This is an optimization exercise on Yosys and OpenROAD, whose aim is small area, a short achievable clock period and few clock cycles, not a production implementation. Where RTL was checked, it was by simulation tests only, not by an equivalence proof against the original.

==> flow/design.v (excerpt) <==
module integer_matrix_multiply (
  input  wire                                   clk,
  input  wire                                   rst,
  input  wire                                   in_valid,
  output logic                                  in_ready,
  input  wire        [1:0]                      operation,
  input  wire        [2:0]                      row_index,
  input  wire        [2:0]                      col_index,
  input  wire signed [15:0]                     element_value,
  output logic                                  out_valid,
  input  wire                                   out_ready,
  output logic       [2:0]                      out_row,
  output logic       [2:0]                      out_col,
  output logic signed [imm_pkg::PROD_WIDTH-1:0] product_value,
  output logic                                  last,
  output logic                                  dim_error,
  input  wire                                   cfg_we,
  input  wire        [1:0]                      cfg_index,
  input  wire        [3:0]                      cfg_data
);
Settings: LEC_CHECK=0, ABC_AREA=1, CAP_MARGIN=20, CORE_MARGIN=2, CORE_UTILIZATION=40, SLEW_MARGIN=20, TNS_END_PERCENT=10; clock period 10.0 ns.
standard.sh (not shown) runs the stock make flow with config.mk's settings and CLKGATE_MAP_FILE= SYNTH_SCRIPT=/design/flow/synth_recipe.tcl, a recipe that flattens the netlist after the stock synthesis.
==> flow/flow/run.sh <==
#!/bin/bash
# The standard layout, with the timing repair steps asked to leave more setup slack.
set -euo pipefail
bash standard.sh SETUP_SLACK_MARGIN=6.5 finish > standard.log 2>&1
The baseline ran to the end with no violations.
Edit:
--- a/flow/config.mk
+++ b/flow/config.mk
@@ -12,2 +12 @@
 export SLEW_MARGIN = 20
-export TNS_END_PERCENT = 10
Result: Worst setup slack gains 0.024 ns; count of clock-buffer cells in the layout went up by 15; via count grows slightly; die area stays the same.
No functional check of the RTL was part of any run of this note.

Another version of the RTL of integer_matrix_multiply (not shown whole).
Size in the first run: about 14,000 cells after synthesis, roughly 3,200 flip-flops, about 80 I/O pins, roughly 0.16 mm² of cells after synthesis.
==> flow/config.mk <==
export PLATFORM = sky130hd
export DESIGN_NAME = integer_matrix_multiply
export DESIGN_NICKNAME = integer_matrix_multiply
export VERILOG_FILES = /design/flow/design.v
export SDC_FILE = /design/flow/constraint.sdc
export NUM_CORES = 4
export LEC_CHECK = 0
export ABC_AREA = 1
export CAP_MARGIN = 20
export CORE_MARGIN = 2
export CORE_UTILIZATION = 40
export CTS_BUF_LIST = sky130_fd_sc_hd__clkbuf_8
export CTS_CLUSTER_SIZE = 20
export SLEW_MARGIN = 20
export TNS_END_PERCENT = 10
==> flow/constraint.sdc <==
create_clock -name core_clock -period 10.0 [get_ports {clk}]
set_input_delay 2.0000 -clock core_clock [delete_from_list [all_inputs] [get_ports {clk}]]
set_output_delay 2.0000 -clock core_clock [all_outputs]
set_load 0.01 [all_outputs]
Scripts as last shown in full above: flow/flow/run.sh
Testbench counts at the start, summed over its fixed seeds: cycles 11,975.
Edit:
- CORE_UTILIZATION: 40 -> 55
- CTS_BUF_LIST: sky130_fd_sc_hd__clkbuf_8 -> not set
- CTS_CLUSTER_SIZE: 20 -> not set
- PLACE_DENSITY: not set -> 0.65
- TNS_END_PERCENT: 10 -> not set
=> The changed run passed the timing, design-rule and antenna checks. Routed wire length rises by about 4.5%. Global-route usage is higher by 12 points. Core utilization climbs by 18 points. Clock skew goes up by 0.0099 ns. Hold slack is better by 0.029 ns. Worst setup slack gets better by 0.26 ns. Die area falls by 27%. Design area rose by about 1.6%.
Edit:
- CTS_BUF_LIST: not set -> sky130_fd_sc_hd__clkbuf_8
- CTS_CLUSTER_SIZE: not set -> 20
- TNS_END_PERCENT: not set -> 10
What happened: The changed run went through all stages and came out clean; area after synthesis does not change; non-clock buffer count goes down by 74; clock skew goes up by 0.0069 ns; synthesized cell count is unchanged; clock-buffer cell count goes up by 139; maximum frequency goes down by 5.9%; global-route usage stays flat; worst hold slack is better by 0.026 ns; core utilization goes down by 0.62 points.

Another version of the RTL of integer_matrix_multiply (not shown whole).
For scale: ~12000 cells after synthesis, about 3200 flip-flops, about 80 I/O pins, roughly 150000 um^2 of cells after synthesis.
Settings: LEC_CHECK=0, ABC_AREA=1, CAP_MARGIN=20, CORE_MARGIN=2, CORE_UTILIZATION=40, SLEW_MARGIN=20; clock period 10.0 ns.
==> flow/flow/run.sh <==
#!/bin/bash
# The standard layout, with the timing repair steps asked to leave more setup slack.
set -euo pipefail
bash standard.sh SETUP_SLACK_MARGIN=6.2 finish > standard.log 2>&1
Change:
==> flow/flow/run.sh (replaced) <==
#!/bin/bash
# The standard layout, with the timing repair steps asked to leave more setup slack.
set -euo pipefail
bash standard.sh SETUP_SLACK_MARGIN=6.8 finish > standard.log 2>&1
After rerunning: Hold slack is worse by 0.059 ns. Cell count went up by about 4.6%. Die area stays the same. Global-route usage is higher by 0.51 points. First-iteration DRC count decreases by 0.79%. Worst setup slack gains 0.43 ns. Fmax is higher by about 12%.
Change:
==> flow/flow/run.sh (replaced) <==
#!/bin/bash
# The standard layout, with the timing repair steps asked to leave more setup slack.
set -euo pipefail
bash standard.sh SETUP_SLACK_MARGIN=6.5 finish > standard.log 2>&1
- CTS_CLUSTER_DIAMETER: not set -> 120
- CTS_CLUSTER_SIZE: not set -> 25
Outcome:
- The new run ran to the end with no violations
- fmax came out lower by about 4%
- worst setup slack gets worse by 0.15 ns
- design area came out lower by 7.4%
No run of this note included a check of the RTL's function; only the layout flow was run.

Setup of job 5271:
integer_matrix_multiply, a different RTL version from the one above (not shown whole).
Size: about 150000 um^2 of cells after synthesis.
Settings: LEC_CHECK=0, ABC_AREA=1, CAP_MARGIN=20, CORE_MARGIN=2, CORE_UTILIZATION=40, CTS_CLUSTER_DIAMETER=100, CTS_CLUSTER_SIZE=20, SLEW_MARGIN=20; clock period 10.0 ns.
==> flow/flow/run.sh <==
#!/bin/bash
# The standard layout, with the timing repair steps asked to leave more setup slack.
set -euo pipefail
bash standard.sh SETUP_SLACK_MARGIN=6.7 finish > standard.log 2>&1
Testbench counts of job 5271, summed over its fixed seeds: cycles 11,975.
## Diff of input files: job 4802 against job 5271
==> flow/flow/run.sh <==
#!/bin/bash
# The standard layout, with the timing repair steps asked to leave more setup slack.
set -euo pipefail
bash standard.sh SETUP_SLACK_MARGIN=6.6 finish > standard.log 2>&1
Notes after the runs:
Delta (job 4802 minus job 5271): clock tree cell share of total cell area closely matched the old numbers, clock buffer instance count of the final layout went down 7, via count of the first global-routing pass went down by 1785, met2 track utilization from global routing went down by 0.40 points, delay of the slowest critical-path stage up 0.33 ns.
Of job 4802 and job 5271, the run reporting the lower routability congestion estimate from global placement was job 5271.
Between job 5271 and job 4802, the post-placement cell count figures differ only marginally.
Taking job 5271 as the reference point, the sequential portion of the cell area of job 4802 rises by 1.1 points.
Routed wire length: job 4802 vs job 5271 down 3.3%
Routed wire length on met2: job 4802 vs job 5271 down 3300 um
For job 4471, these inputs were changed with respect to job 4802:
==> flow/flow/run.sh <==
#!/bin/bash
# The standard layout, with the timing repair steps asked to leave more setup slack.
set -euo pipefail
bash standard.sh SETUP_SLACK_MARGIN=6.5 finish > standard.log 2>&1
[summary]
Job 4471 finished end to end and its layout was clean on timing, DRC and antenna. NOTE maximum number of pins on one net before global-route repair job 4802->job 4471 decreased by more than 10%. Of job 4802 and job 4471, the lower routability-driven placement congestion ratio belongs to job 4471. Job 4471 ended up with edfxtp_1 as its critical path's slowest cell; job 4802 ended up with fa_1. Higher least setup slack across all paths after layout goes to job 4802 over job 4471. In job 4471 relative to job 4802, count of clock buffers in the final design had gone down by a few percent. In job 4471 the endpoint arrival time on the critical path turned out 0.10 ns higher than in job 4802. In job 4471 the maximum frequency turned out 2.8% lower than in job 4802. | total routed wirelength | job 4471 vs job 4802 | better |. Portion of the clock cycle consumed by the worst path in the final layout in job 4471 is 0.99 points higher than in job 4802. Cmp job 4471 vs job 4802: first-pass GRT wire length lower in job 4471.
Input-level comparison between job 5549 and job 4471:
Settings: setting PLACE_DENSITY to 0.7 for the first time.
==> comparison <==
- | iteration count of the initial detailed-routing pass | lower: job 4471 |
- Job 5549 ended with less number of filler cells placed in the layout than job 4471.
- Between job 5549 and job 4471, the post-route standard cell area excluding fillers figures differ only marginally.
- Of the two values seen for critical path launch point, rb[116] was produced by job 4471 and bcol[34] by job 5549.
- Diff job 4471 -> job 5549 | sum of routed wire length over all layers | down slightly
- As far as final net count is concerned, job 5549 and job 4471 perform about the same.
--- input diff job 5549..job 6122 ---
Settings: putting TNS_END_PERCENT at 10 where nothing was set; clearing PLACE_DENSITY, which used to be 0.7.
## What came out
- The total wire length after detailed routing number comes out higher for job 6122 vs job 5549.
- The final clock period utilization by the worst path reported for job 6122 is greater than that of job 5549 by 2.9 points.
--- input diff job 6122..job 1200 ---
Settings: CTS_CLUSTER_DIAMETER no longer set, was 100; TNS_END_PERCENT no longer set, was 10; CTS_CLUSTER_SIZE no longer set, was 20.
Results
- Job 1200: all stages complete, timing, DRC and antenna checks passed
- Number of antenna repair diodes, job 1200 vs job 6122: down by more than a quarter
- Comparing H-tree depth reported by CTS for job 6122 and job 1200, the bigger number came from job 1200.
- Instance area at placement: job 6122 vs job 1200 — no meaningful difference
- Between job 6122 and job 1200, the routed length on met3 is lower for job 6122.
- On number of cells in the design after placement, job 6122 and job 1200 are neck and neck.
- First-pass GRT wire length of job 1200 falls short of that of job 6122 slightly.
- Looking at global-route usage, job 1200 sits 0.32 points lower than job 6122 does.

Another version of the RTL of integer_matrix_multiply (not shown whole).
Size in the first run: ~15000 cells after synthesis, ~3200 flip-flops, ~180000 µm² of cells after synthesis.
Settings: LEC_CHECK=0, CAP_MARGIN=20, CORE_MARGIN=2, CORE_UTILIZATION=40, SLEW_MARGIN=20; clock period 10.0 ns.
run.sh (not shown) runs the stock make flow with config.mk's settings and CLKGATE_MAP_FILE= SYNTH_SCRIPT=/design/flow/synth_recipe.tcl, a recipe that flattens the netlist after the stock synthesis.
Stock flow here: none of the scripts above is used.
The first run finished clean.
Testbench counts at the start, summed over its fixed seeds: cycles 11,975.
Edit:
Settings changed: ABC_AREA set to 1.
The changed run passed the timing, design-rule and antenna checks; routed wire length decreases by a few percent; synthesized area shrinks by roughly a tenth; core utilization goes up by 0.78 points; global-route usage grows by 1.2 points; first-iteration DRC count decreases by about a fifth; hold slack hardly moves; cell count came out lower by a little under a tenth.

==> port drivers added, routing unchanged <==
How much do the figures lean on ideal ports? The routed layouts below were timed once more, with nothing changed but the port constraints. Step 1 assumes that a clkbuf_16 drives the clock port and a buf_2 every other input. Step 2 moves the port delays by t, midway between the first and last clock arrival at a register: inputs arrive t later, outputs are due t later. That takes back most of the time a late clock gives input paths. Slacks: ideal ports / drivers / drivers and shift; pairs: ideal ports / drivers.
run	t, ns	setup WS [ns]	hold slack, ns	worst slew at a driven data input, ns
the first run of note 1	1.052	6.199 / 6.199 / 5.646	0.325 / 0.325 / 0.325	0.13
the second run of note 1	1.069	6.222 / 6.222 / 5.579	0.325 / 0.325 / 0.325	0.11
the first run of note 2	1.318	6.144 / 6.121 / 5.477	0.270 / 0.270 / 0.270	0.11
the second run of note 2	1.040	6.403 / 6.403 / 5.574	0.299 / 0.299 / 0.299	0.13
the third run of note 2	1.268	6.176 / 6.176 / 5.395	0.326 / 0.326 / 0.326	0.11
the first run of note 3	1.060	6.112 / 6.112 / 5.401	0.327 / 0.327 / 0.327	0.05
the second run of note 3	1.081	6.541 / 6.412 / 6.057	0.269 / 0.269 / 0.269	0.06
the third run of note 3	1.033	6.394 / 6.394 / 5.740	0.322 / 0.322 / 0.322	0.04
job 5271	1.063	6.509 / 6.395 / 5.893	0.315 / 0.315 / 0.315	0.07
job 4802	1.065	6.536 / 6.422 / 5.948	0.294 / 0.294 / 0.294	0.10
job 4471	1.058	6.437 / 6.410 / 5.643	0.326 / 0.326 / 0.326	0.09
job 5549	1.038	6.377 / 6.377 / 5.612	0.329 / 0.329 / 0.329	0.07
job 6122	1.059	6.084 / 6.084 / 5.443	0.332 / 0.332 / 0.332	0.09
job 1200	1.065	6.359 / 6.359 / 5.627	0.308 / 0.308 / 0.308	0.08
the first run of note 5	1.057	4.682 / 4.759 / 3.702	0.324 / 0.324 / 0.324	0.07
the second run of note 5	1.063	5.180 / 5.180 / 4.504	0.325 / 0.325 / 0.325	0.05
After both steps setup and hold are still met in every run listed. The setup slack of the first run of note 5, which loses most, moves by +0.077 ns with the drivers and by -0.980 ns with both steps.
